Source: an optimization exercise on an open RTL-to-GDS flow (aim: small area and a short achievable clock period). Production flows keep margins and buffers that such runs may drop. Power figures rest on the tool's default switching activity, not on a simulated workload.

==> v9 <==
==> flow/design.v <==
package trace_pkg;
    localparam logic SRC_RF = 1'b0;
    localparam logic SRC_DM = 1'b1;
    localparam int TRACE_XLEN   = 32;
    localparam int TRACE_ADDR_W = 8;
    localparam int TRACE_CYC_W  = 16;
    typedef struct packed {
        logic                    src;
        logic [TRACE_CYC_W-1:0]  cycle;
        logic [TRACE_ADDR_W-1:0] addr;
        logic [TRACE_XLEN-1:0]   data;
    } trace_entry_t;
    function automatic int entry_width(input int xlen, input int addr_w, input int cyc_w);
        entry_width = 1 + cyc_w + addr_w + xlen;
    endfunction
endpackage
module trace_fifo
#(
    parameter int WIDTH = trace_pkg::entry_width(trace_pkg::TRACE_XLEN, trace_pkg::TRACE_ADDR_W, trace_pkg::TRACE_CYC_W),
    parameter int DEPTH = 16
) (
    input  logic             clk,
    input  logic [DEPTH-1:0] wr_en,
    input  logic [WIDTH-1:0] wr_even,
    input  logic [WIDTH-1:0] wr_odd,
    input  logic [DEPTH-1:0] rd_sel,
    output logic [WIDTH-1:0] rd_data
);
    logic [WIDTH-1:0] mem_q [DEPTH];
    always_ff @(posedge clk) begin
        for (int i = 0; i < DEPTH; i++)
            if (wr_en[i]) mem_q[i] <= (i % 2 == 0) ? wr_even : wr_odd;
    end
    always_comb begin
        rd_data = '0;
        for (int i = 0; i < DEPTH; i++)
            rd_data = rd_data | (mem_q[i] & {WIDTH{rd_sel[i]}});
    end
endmodule
module reg_trace_buffer
#(
    parameter int XLEN       = 32,
    parameter int ADDR_W     = 8,
    parameter int DEPTH      = 16,
    parameter int CYC_W      = 16,
    parameter int MAX_CYCLES = 40000,
    parameter int OVF_W      = 8,
    localparam int ENTRY_W   = trace_pkg::entry_width(XLEN, ADDR_W, CYC_W),
    localparam int CNT_W     = $clog2(DEPTH) + 1
) (
    input  logic               clk,
    input  logic               rst,
    input  logic               rf_we,
    input  logic [4:0]         rf_waddr,
    input  logic [XLEN-1:0]    rf_wdata,
    input  logic               dm_we,
    input  logic [XLEN-1:0]    dm_addr,
    input  logic [XLEN-1:0]    dm_wdata,
    output logic               rd_valid,
    input  logic               rd_ready,
    output logic [ENTRY_W-1:0] rd_data,
    output logic [CNT_W-1:0]   count,
    output logic               full,
    output logic               halted,
    output logic [CYC_W-1:0]   cycle,
    output logic [OVF_W-1:0]   ovf_cnt
);
    logic [CYC_W-1:0]   cycle_q;
    logic               halted_q;
    logic [OVF_W-1:0]   ovf_q;
    logic [CNT_W-1:0]   count_q;
    logic               valid_q;
    logic               full_q;
    logic [ENTRY_W-1:0] head_q;
    logic [CYC_W-1:0]   cyc_n_q;   
    logic               run_q;     
    logic [DEPTH:0]     lvl_q;     
    logic [DEPTH-1:0]   wp_q;      
    logic               wp_odd_q;  
    logic [DEPTH-1:0]   rn_q;      
    logic               hs_m_q, hs_s0_q, hs_s1_q, hs_in_q;
    logic [CYC_W-1:0]   s_cyc_q;
    logic [4:0]         s_rf_addr_q;
    logic [XLEN-1:0]    s_rf_data_q;
    logic [ADDR_W-1:0]  s_dm_addr_q;
    logic [XLEN-1:0]    s_dm_data_q;
    logic               s_rf_first_q;  
    logic               s_pa_q;        
    logic               s_pb_q;        
    logic [CYC_W-1:0]   cyc;
    logic               ev_rf, ev_dm, ev_any, ev_both, empty, pop;
    logic               s1, s2, pa, pb, drop1, drop2;
    logic               d_m1, d_p1, d_p2, d_0;
    logic [ENTRY_W-1:0] entry_rf, entry_dm, s_entry_rf, s_entry_dm, s_entry_0;
    logic [ENTRY_W-1:0] wr_even, wr_odd, mread, head_src;
    logic [DEPTH-1:0]   wr_en, rd_sel;
    logic               unused_dm_addr;
    assign unused_dm_addr = ^dm_addr[XLEN-1:ADDR_W];
    assign cyc = ~cyc_n_q;
    assign ev_rf = rf_we && run_q;
    assign ev_dm   = dm_we && run_q;
    assign ev_any  = ev_rf || ev_dm;
    assign ev_both = ev_rf && ev_dm;
    assign entry_rf = {trace_pkg::SRC_RF, cyc, ADDR_W'(rf_waddr), rf_wdata};
    assign entry_dm = {trace_pkg::SRC_DM, cyc, dm_addr[ADDR_W-1:0], dm_wdata};
    assign empty = lvl_q[0];
    assign pop   = !empty && rd_ready;
    assign s1 = !lvl_q[DEPTH] || rd_ready;
    assign s2 = !(lvl_q[DEPTH] || lvl_q[DEPTH-1]) || (lvl_q[DEPTH-1] && rd_ready);
    assign pa    = ev_any && s1;
    assign pb    = ev_both && s2;
    assign drop2 = ev_both && !s1;
    assign drop1 = (ev_any && !ev_both && !s1) || (ev_both && s1 && !s2);
    assign d_m1 = pop && !pa;
    assign d_p2 = !pop && pb;
    assign d_p1 = pa && (pop == pb);
    assign d_0  = !(d_m1 || d_p1 || d_p2);
    always_ff @(posedge clk) begin
        s_cyc_q      <= cyc;
        s_rf_addr_q  <= rf_waddr;
        s_rf_data_q  <= rf_wdata;
        s_dm_addr_q  <= dm_addr[ADDR_W-1:0];
        s_dm_data_q  <= dm_wdata;
        s_rf_first_q <= rf_we;
    end
    always_ff @(posedge clk) begin
        if (rst) begin
            s_pa_q <= 1'b0;
            s_pb_q <= 1'b0;
        end else begin
            s_pa_q <= pa;
            s_pb_q <= pb;
        end
    end
    assign s_entry_rf = {trace_pkg::SRC_RF, s_cyc_q, ADDR_W'(s_rf_addr_q), s_rf_data_q};
    assign s_entry_dm = {trace_pkg::SRC_DM, s_cyc_q, s_dm_addr_q, s_dm_data_q};
    assign s_entry_0  = s_rf_first_q ? s_entry_rf : s_entry_dm;
    always_comb begin
        for (int i = 0; i < DEPTH; i++)
            wr_en[i] = (s_pa_q && wp_q[i]) || (s_pb_q && wp_q[(i + DEPTH - 1) % DEPTH]);
    end
    assign wr_even = (wp_odd_q || !s_rf_first_q) ? s_entry_dm : s_entry_rf;
    assign wr_odd  = (!wp_odd_q || !s_rf_first_q) ? s_entry_dm : s_entry_rf;
    assign rd_sel  = rn_q & {DEPTH{hs_m_q}};
    trace_fifo #(
        .WIDTH (ENTRY_W),
        .DEPTH (DEPTH)
    ) u_fifo (
        .clk     (clk),
        .wr_en   (wr_en),
        .wr_even (wr_even),
        .wr_odd  (wr_odd),
        .rd_sel  (rd_sel),
        .rd_data (mread)
    );
    assign head_src = mread
                    | (s_entry_0  & {ENTRY_W{hs_s0_q}})
                    | (s_entry_dm & {ENTRY_W{hs_s1_q}})
                    | (entry_rf   & {ENTRY_W{hs_in_q && ev_rf}})
                    | (entry_dm   & {ENTRY_W{hs_in_q && !ev_rf && ev_dm}});
    always_ff @(posedge clk) begin
        if (rst)                  head_q <= '0;
        else if (empty || rd_ready) head_q <= head_src;
    end
    logic [DEPTH:0] lvl_d;
    logic           byp0_d, byp1_d, ge2_d;
    always_comb begin
        for (int k = 0; k <= DEPTH; k++)
            lvl_d[k] = (d_0 && lvl_q[k])
                     || (d_m1 && k < DEPTH && lvl_q[(k + 1) % (DEPTH + 1)])
                     || (d_p1 && k >= 1 && lvl_q[(k + DEPTH) % (DEPTH + 1)])
                     || (d_p2 && k >= 2 && lvl_q[(k + DEPTH - 1) % (DEPTH + 1)]);
    end
    assign byp0_d = pa && ((lvl_q[1] && !rd_ready) || (lvl_q[2] && rd_ready));
    assign byp1_d = pb && (empty || (lvl_q[1] && rd_ready));
    assign ge2_d  = !(lvl_d[0] || lvl_d[1]);
    always_ff @(posedge clk) begin
        if (rst) begin
            wp_q     <= DEPTH'(1);
            wp_odd_q <= 1'b0;
            rn_q     <= DEPTH'(2);
            lvl_q    <= (DEPTH + 1)'(1);
            hs_m_q   <= 1'b0;
            hs_s0_q  <= 1'b0;
            hs_s1_q  <= 1'b0;
            hs_in_q  <= 1'b1;
        end else begin
            if (s_pb_q)      wp_q <= {wp_q[DEPTH-3:0], wp_q[DEPTH-1:DEPTH-2]};
            else if (s_pa_q) wp_q <= {wp_q[DEPTH-2:0], wp_q[DEPTH-1]};
            if (s_pa_q && !s_pb_q) wp_odd_q <= !wp_odd_q;
            if (pop)         rn_q <= {rn_q[DEPTH-2:0], rn_q[DEPTH-1]};
            lvl_q   <= lvl_d;
            hs_m_q  <= ge2_d && !byp0_d && !byp1_d;
            hs_s0_q <= ge2_d && byp0_d;
            hs_s1_q <= ge2_d && byp1_d;
            hs_in_q <= !ge2_d;
        end
    end
    logic [CNT_W-1:0] count_d;
    always_comb begin
        count_d = count_q;
        if (d_m1) count_d = count_q - CNT_W'(1);
        if (d_p1) count_d = count_q + CNT_W'(1);
        if (d_p2) count_d = count_q + CNT_W'(2);
    end
    always_ff @(posedge clk) begin
        if (rst) begin
            count_q <= '0;
            valid_q <= 1'b0;
            full_q  <= 1'b0;
        end else begin
            count_q <= count_d;
            valid_q <= !lvl_d[0];
            full_q  <= lvl_d[DEPTH];
        end
    end
    logic [CYC_W-1:0] cycle_d;
    logic             halt_now;
    logic [OVF_W:0]   ovf_p1, ovf_p2;
    logic [OVF_W-1:0] ovf_s1, ovf_s2;
    assign cycle_d  = cyc + CYC_W'(1);
    assign halt_now = (MAX_CYCLES != 0 && cyc == CYC_W'(MAX_CYCLES - 1));
    assign ovf_p1 = {1'b0, ovf_q} + (OVF_W + 1)'(1);
    assign ovf_p2 = {1'b0, ovf_q} + (OVF_W + 1)'(2);
    assign ovf_s1 = ovf_p1[OVF_W] ? '1 : ovf_p1[OVF_W-1:0];
    assign ovf_s2 = ovf_p2[OVF_W] ? '1 : ovf_p2[OVF_W-1:0];
    always_ff @(posedge clk) begin
        if (rst) begin
            cycle_q  <= '0;
            cyc_n_q  <= '1;
            halted_q <= 1'b0;
            run_q    <= 1'b1;
            ovf_q    <= '0;
        end else begin
            if (run_q) begin
                cycle_q <= cycle_d;
                cyc_n_q <= ~cycle_d;
                if (halt_now) begin
                    halted_q <= 1'b1;
                    run_q    <= 1'b0;
                end
            end
            if (drop2)      ovf_q <= ovf_s2;
            else if (drop1) ovf_q <= ovf_s1;
        end
    end
    assign rd_valid = valid_q;
    assign rd_data  = head_q;
    assign count    = count_q;
    assign full     = full_q;
    assign halted   = halted_q;
    assign cycle    = cycle_q;
    assign ovf_cnt  = ovf_q;
endmodule
==> flow/run.sh <==
#!/bin/bash
# synth_recipe.tcl (not shown) runs the flow's synth.tcl, then flattens the netlist and writes it again
# the make line also repeats each setting of config.mk as NAME=value (left out here)
make -C /OpenROAD-flow-scripts/flow DESIGN_CONFIG=/design/flow/config.mk WORK_HOME=/design/flow/orfs CLKGATE_MAP_FILE= SYNTH_SCRIPT=/design/flow/synth_recipe.tcl finish
==> flow/config.mk <==
export PLATFORM = sky130hd
export DESIGN_NAME = reg_trace_buffer
export DESIGN_NICKNAME = reg_trace_buffer
export VERILOG_FILES = /design/flow/design.v
export SDC_FILE = /design/flow/constraint.sdc
export NUM_CORES = 4
export LEC_CHECK = 0
export CAP_MARGIN = 20
export CORE_MARGIN = 2
export CORE_UTILIZATION = 55
export SETUP_SLACK_MARGIN = 2.1
export SLEW_MARGIN = 20
==> flow/constraint.sdc <==
create_clock -name core_clock -period 4.3 [get_ports {clk}]
set_input_delay 0.8600 -clock core_clock [delete_from_list [all_inputs] [get_ports {clk}]]
set_output_delay 0.8600 -clock core_clock [all_outputs]
set_load 0.01 [all_outputs]
==> inputs of v12, as changes to v9 <==
--- a/flow/design.v
+++ b/flow/design.v
@@ -79,5 +79,10 @@
     logic               wp_odd_q;  
     logic [DEPTH-1:0]   rn_q;      
-    logic               hs_m_q, hs_s0_q, hs_s1_q, hs_in_q;
+    logic               hs_m_q, hs_s0_q, hs_s1_q;
+    logic               hs_inrun_q;  
+    logic               acc1_q;     
+    logic               acc2_q;     
+    logic               acc2p_q;    
+    logic               fullrun_q;  
     logic [CYC_W-1:0]   s_cyc_q;
     logic [4:0]         s_rf_addr_q;
@@ -89,6 +94,6 @@
     logic               s_pb_q;        
     logic [CYC_W-1:0]   cyc;
-    logic               ev_rf, ev_dm, ev_any, ev_both, empty, pop;
-    logic               s1, s2, pa, pb, drop1, drop2;
+    logic               empty, pop;
+    logic               pa, pb, drop1, drop2;
     logic               d_m1, d_p1, d_p2, d_0;
     logic [ENTRY_W-1:0] entry_rf, entry_dm, s_entry_rf, s_entry_dm, s_entry_0;
@@ -96,20 +101,17 @@
     logic [DEPTH-1:0]   wr_en, rd_sel;
     logic               unused_dm_addr;
+    logic [CYC_W-1:0]   cycle_d;
+    logic               halt_now;
     assign unused_dm_addr = ^dm_addr[XLEN-1:ADDR_W];
     assign cyc = ~cyc_n_q;
-    assign ev_rf = rf_we && run_q;
-    assign ev_dm   = dm_we && run_q;
-    assign ev_any  = ev_rf || ev_dm;
-    assign ev_both = ev_rf && ev_dm;
     assign entry_rf = {trace_pkg::SRC_RF, cyc, ADDR_W'(rf_waddr), rf_wdata};
     assign entry_dm = {trace_pkg::SRC_DM, cyc, dm_addr[ADDR_W-1:0], dm_wdata};
     assign empty = lvl_q[0];
     assign pop   = !empty && rd_ready;
-    assign s1 = !lvl_q[DEPTH] || rd_ready;
-    assign s2 = !(lvl_q[DEPTH] || lvl_q[DEPTH-1]) || (lvl_q[DEPTH-1] && rd_ready);
-    assign pa    = ev_any && s1;
-    assign pb    = ev_both && s2;
-    assign drop2 = ev_both && !s1;
-    assign drop1 = (ev_any && !ev_both && !s1) || (ev_both && s1 && !s2);
+    assign pa    = (rf_we || dm_we) && (acc1_q || (run_q && rd_ready));
+    assign pb    = rf_we && dm_we && (acc2_q || (acc2p_q && rd_ready));
+    assign drop2 = rf_we && dm_we && fullrun_q && !rd_ready;
+    assign drop1 = (fullrun_q && !rd_ready && (rf_we != dm_we))
+                || (rf_we && dm_we && ((fullrun_q && rd_ready) || (acc2p_q && !rd_ready)));
     assign d_m1 = pop && !pa;
     assign d_p2 = !pop && pb;
@@ -157,6 +159,6 @@
                     | (s_entry_0  & {ENTRY_W{hs_s0_q}})
                     | (s_entry_dm & {ENTRY_W{hs_s1_q}})
-                    | (entry_rf   & {ENTRY_W{hs_in_q && ev_rf}})
-                    | (entry_dm   & {ENTRY_W{hs_in_q && !ev_rf && ev_dm}});
+                    | (entry_rf   & {ENTRY_W{hs_inrun_q && rf_we}})
+                    | (entry_dm   & {ENTRY_W{hs_inrun_q && !rf_we && dm_we}});
     always_ff @(posedge clk) begin
         if (rst)                  head_q <= '0;
@@ -184,5 +186,9 @@
             hs_s0_q  <= 1'b0;
             hs_s1_q  <= 1'b0;
-            hs_in_q  <= 1'b1;
+            hs_inrun_q <= 1'b1;
+            acc1_q    <= 1'b1;
+            acc2_q    <= 1'b1;
+            acc2p_q   <= 1'b0;
+            fullrun_q <= 1'b0;
         end else begin
             if (s_pb_q)      wp_q <= {wp_q[DEPTH-3:0], wp_q[DEPTH-1:DEPTH-2]};
@@ -194,14 +200,20 @@
             hs_s0_q <= ge2_d && byp0_d;
             hs_s1_q <= ge2_d && byp1_d;
-            hs_in_q <= !ge2_d;
+            hs_inrun_q <= !ge2_d && run_q && !halt_now;
+            acc1_q    <= !lvl_d[DEPTH] && run_q && !halt_now;
+            acc2_q    <= !lvl_d[DEPTH] && !lvl_d[DEPTH-1] && run_q && !halt_now;
+            acc2p_q   <= lvl_d[DEPTH-1] && run_q && !halt_now;
+            fullrun_q <= lvl_d[DEPTH] && run_q && !halt_now;
         end
     end
     logic [CNT_W-1:0] count_d;
-    always_comb begin
-        count_d = count_q;
-        if (d_m1) count_d = count_q - CNT_W'(1);
-        if (d_p1) count_d = count_q + CNT_W'(1);
-        if (d_p2) count_d = count_q + CNT_W'(2);
-    end
+    logic [CNT_W-1:0] cnt_m1, cnt_p1, cnt_p2;
+    assign cnt_m1  = count_q - CNT_W'(1);
+    assign cnt_p1  = count_q + CNT_W'(1);
+    assign cnt_p2  = count_q + CNT_W'(2);
+    assign count_d = (cnt_m1  & {CNT_W{d_m1}})
+                   | (count_q & {CNT_W{d_0}})
+                   | (cnt_p1  & {CNT_W{d_p1}})
+                   | (cnt_p2  & {CNT_W{d_p2}});
     always_ff @(posedge clk) begin
         if (rst) begin
@@ -215,6 +227,4 @@
         end
     end
-    logic [CYC_W-1:0] cycle_d;
-    logic             halt_now;
     logic [OVF_W:0]   ovf_p1, ovf_p2;
     logic [OVF_W-1:0] ovf_s1, ovf_s2;
@@ -233,11 +243,11 @@
             ovf_q    <= '0;
         end else begin
-            if (run_q) begin
+            if (cyc != CYC_W'(MAX_CYCLES)) begin
                 cycle_q <= cycle_d;
                 cyc_n_q <= ~cycle_d;
-                if (halt_now) begin
-                    halted_q <= 1'b1;
-                    run_q    <= 1'b0;
-                end
+            end
+            if (run_q && halt_now) begin
+                halted_q <= 1'b1;
+                run_q    <= 1'b0;
             end
             if (drop2)      ovf_q <= ovf_s2;
--- a/flow/config.mk
+++ b/flow/config.mk
@@ -9,4 +9,4 @@
 export CORE_MARGIN = 2
 export CORE_UTILIZATION = 55
-export SETUP_SLACK_MARGIN = 2.1
+export SETUP_SLACK_MARGIN = 2.2
 export SLEW_MARGIN = 20
==> inputs of v10, as changes to v9 <==
--- a/flow/config.mk
+++ b/flow/config.mk
@@ -9,4 +9,5 @@
 export CORE_MARGIN = 2
 export CORE_UTILIZATION = 55
+export CTS_BUF_LIST = sky130_fd_sc_hd__clkbuf_4 sky130_fd_sc_hd__clkbuf_8
 export SETUP_SLACK_MARGIN = 2.1
 export SLEW_MARGIN = 20
==> impl_summary.txt <==
----------------------------------------------------
[Logic synthesis]
  Portion of netlist area occupied by mux cells ... 0.0254

[Setup path]
  Crit path arrival time ... 3.25 ns
  Standard cell with the maximum stage delay on the critical path ... sky130_fd_sc_hd__dfxtp_4
  Worst reg2reg startpoint ... run_q
  Path length in cells of the critical path ... 14

[Timing]
  Final Hold Slack ... about 0.46 ns

[Power and ir drop]
  Leakage ... around 17 nW
  Comb group ... around 0.0016 W
  Total Power Consumption ... 0.0247 W

[Status]
  Outcome ... complete, no violations

[Detailed routing]
  Detail Route met3 WL ... roughly 14000 microns
  Iteration-0 DRC count of the detailed router ... 4054

[Floorplan]
  Starting density of the core ... 0.552

[Placed design]
  Worst slack after detailed placement ... ~0.17 ns

[Global route]
  Met3 Resource Use GR ... 0.0584

----------------------------------------------------
The numbers above come from v9.

==> impl_summary.txt <==
----------------------------------------------------
[Status]
  Outcome ... complete, no violations

[Logic synthesis]
  Portion of netlist area occupied by mux cells ... 0.0254
  Adder and majority cell fraction of the synthesized area ... 0.00334

[Power and ir drop]
  Total Power Consumption ... between 0.02 and 0.025 W
  Comb group ... approximately 0.0016 W
  Leakage ... roughly 18 nW

[CTS]
  Resize count post-CTS ... approximately 480

[Detailed routing]
  Iteration-0 DRC count of the detailed router ... about 3800
  Detail Route met2 WL ... about 67000 microns
  Detail Route met3 WL ... approximately 14000 microns

[Layout]
  Count of sequential standard cells ... approximately 1200
  Proportion of cell area occupied by multi-input gates ... 0.203

[Setup path]
  Standard cell with the maximum stage delay on the critical path ... sky130_fd_sc_hd__dfxtp_4
  Path length in cells of the critical path ... 14
  Crit path arrival time ... between 3 and 4 ns
  Worst reg2reg startpoint ... run_q
  Crit path launch type ... register

[Placed design]
  Worst slack after detailed placement ... 0.169 ns

[Timing]
  Final Hold Slack ... about 0.46 ns

[Global route]
  Met3 Resource Use GR ... 0.0754

----------------------------------------------------
The numbers above come from v10.

==> impl_summary.txt <==
----------------------------------------------------
[Timing]
  Worst clock skew ... 0.0155 ns
  Final Hold Slack ... around 0.37 ns

[Setup path]
  Worst reg2reg startpoint ... s_pa_q
  Path length in cells of the critical path ... 3
  Crit path arrival time ... between 2 and 2.5 ns
  Standard cell with the maximum stage delay on the critical path ... sky130_fd_sc_hd__a22o_4

[Detailed routing]
  Total routed wire length on the met1 layer ... 55100 microns
  Iteration-0 DRC count of the detailed router ... between 4000 and 5000
  Detail Route met3 WL ... between 10000 and 15000 microns

[Power and ir drop]
  Comb group ... 0.00143 W
  Total Power Consumption ... between 0.02 and 0.025 W
  Leakage ... about 17 nW
  Max power group ... registers
  PD cells ... ~480 mW/mm^2
  VDD IR max ... roughly 0.36 mV

[Logic synthesis]
  Portion of netlist area occupied by mux cells ... 0.0338

[Status]
  Outcome ... complete, no violations

[Floorplan]
  Number of standard-cell rows in the floorplan ... roughly 100

[Layout]
  Number of clock buffer instances in the layout ... 159

----------------------------------------------------
The numbers above come from v12.

No run of this note included a check of the RTL's function; only the layout flow was run.

[port drivers added, routing unchanged]
In the flow no input, the clock included, has a driving cell. The finished layouts below were timed again as built, in two steps.
Step 1: set_driving_cell puts a clkbuf_16 on clk and a buf_2 on each other input, an assumption about the parent block.
Step 2 times the ports against the registers' clock, not the clock port: input delays grow and output delays shrink by t, the midpoint of the rising clock arrivals with the driver on.
Three values: ideal ports, drivers, drivers and shift; two values: the first two.
| run | t (ns) | setup slack, ns | worst setup path after step 2 |
|---|---|---|---|
| v9 | 0.758 | 1.627 / 1.627 / 0.942 | input to register |
| v12 | 0.748 | 2.209 / 2.158 / 1.513 | input to register |
| v10 | 0.886 | 1.663 / 1.663 / 0.854 | input to register |
After both steps setup and hold are still met in every run listed. For v10, which loses most, drivers alone change the setup slack by 0.000 ns; drivers and shift together by -0.809 ns.
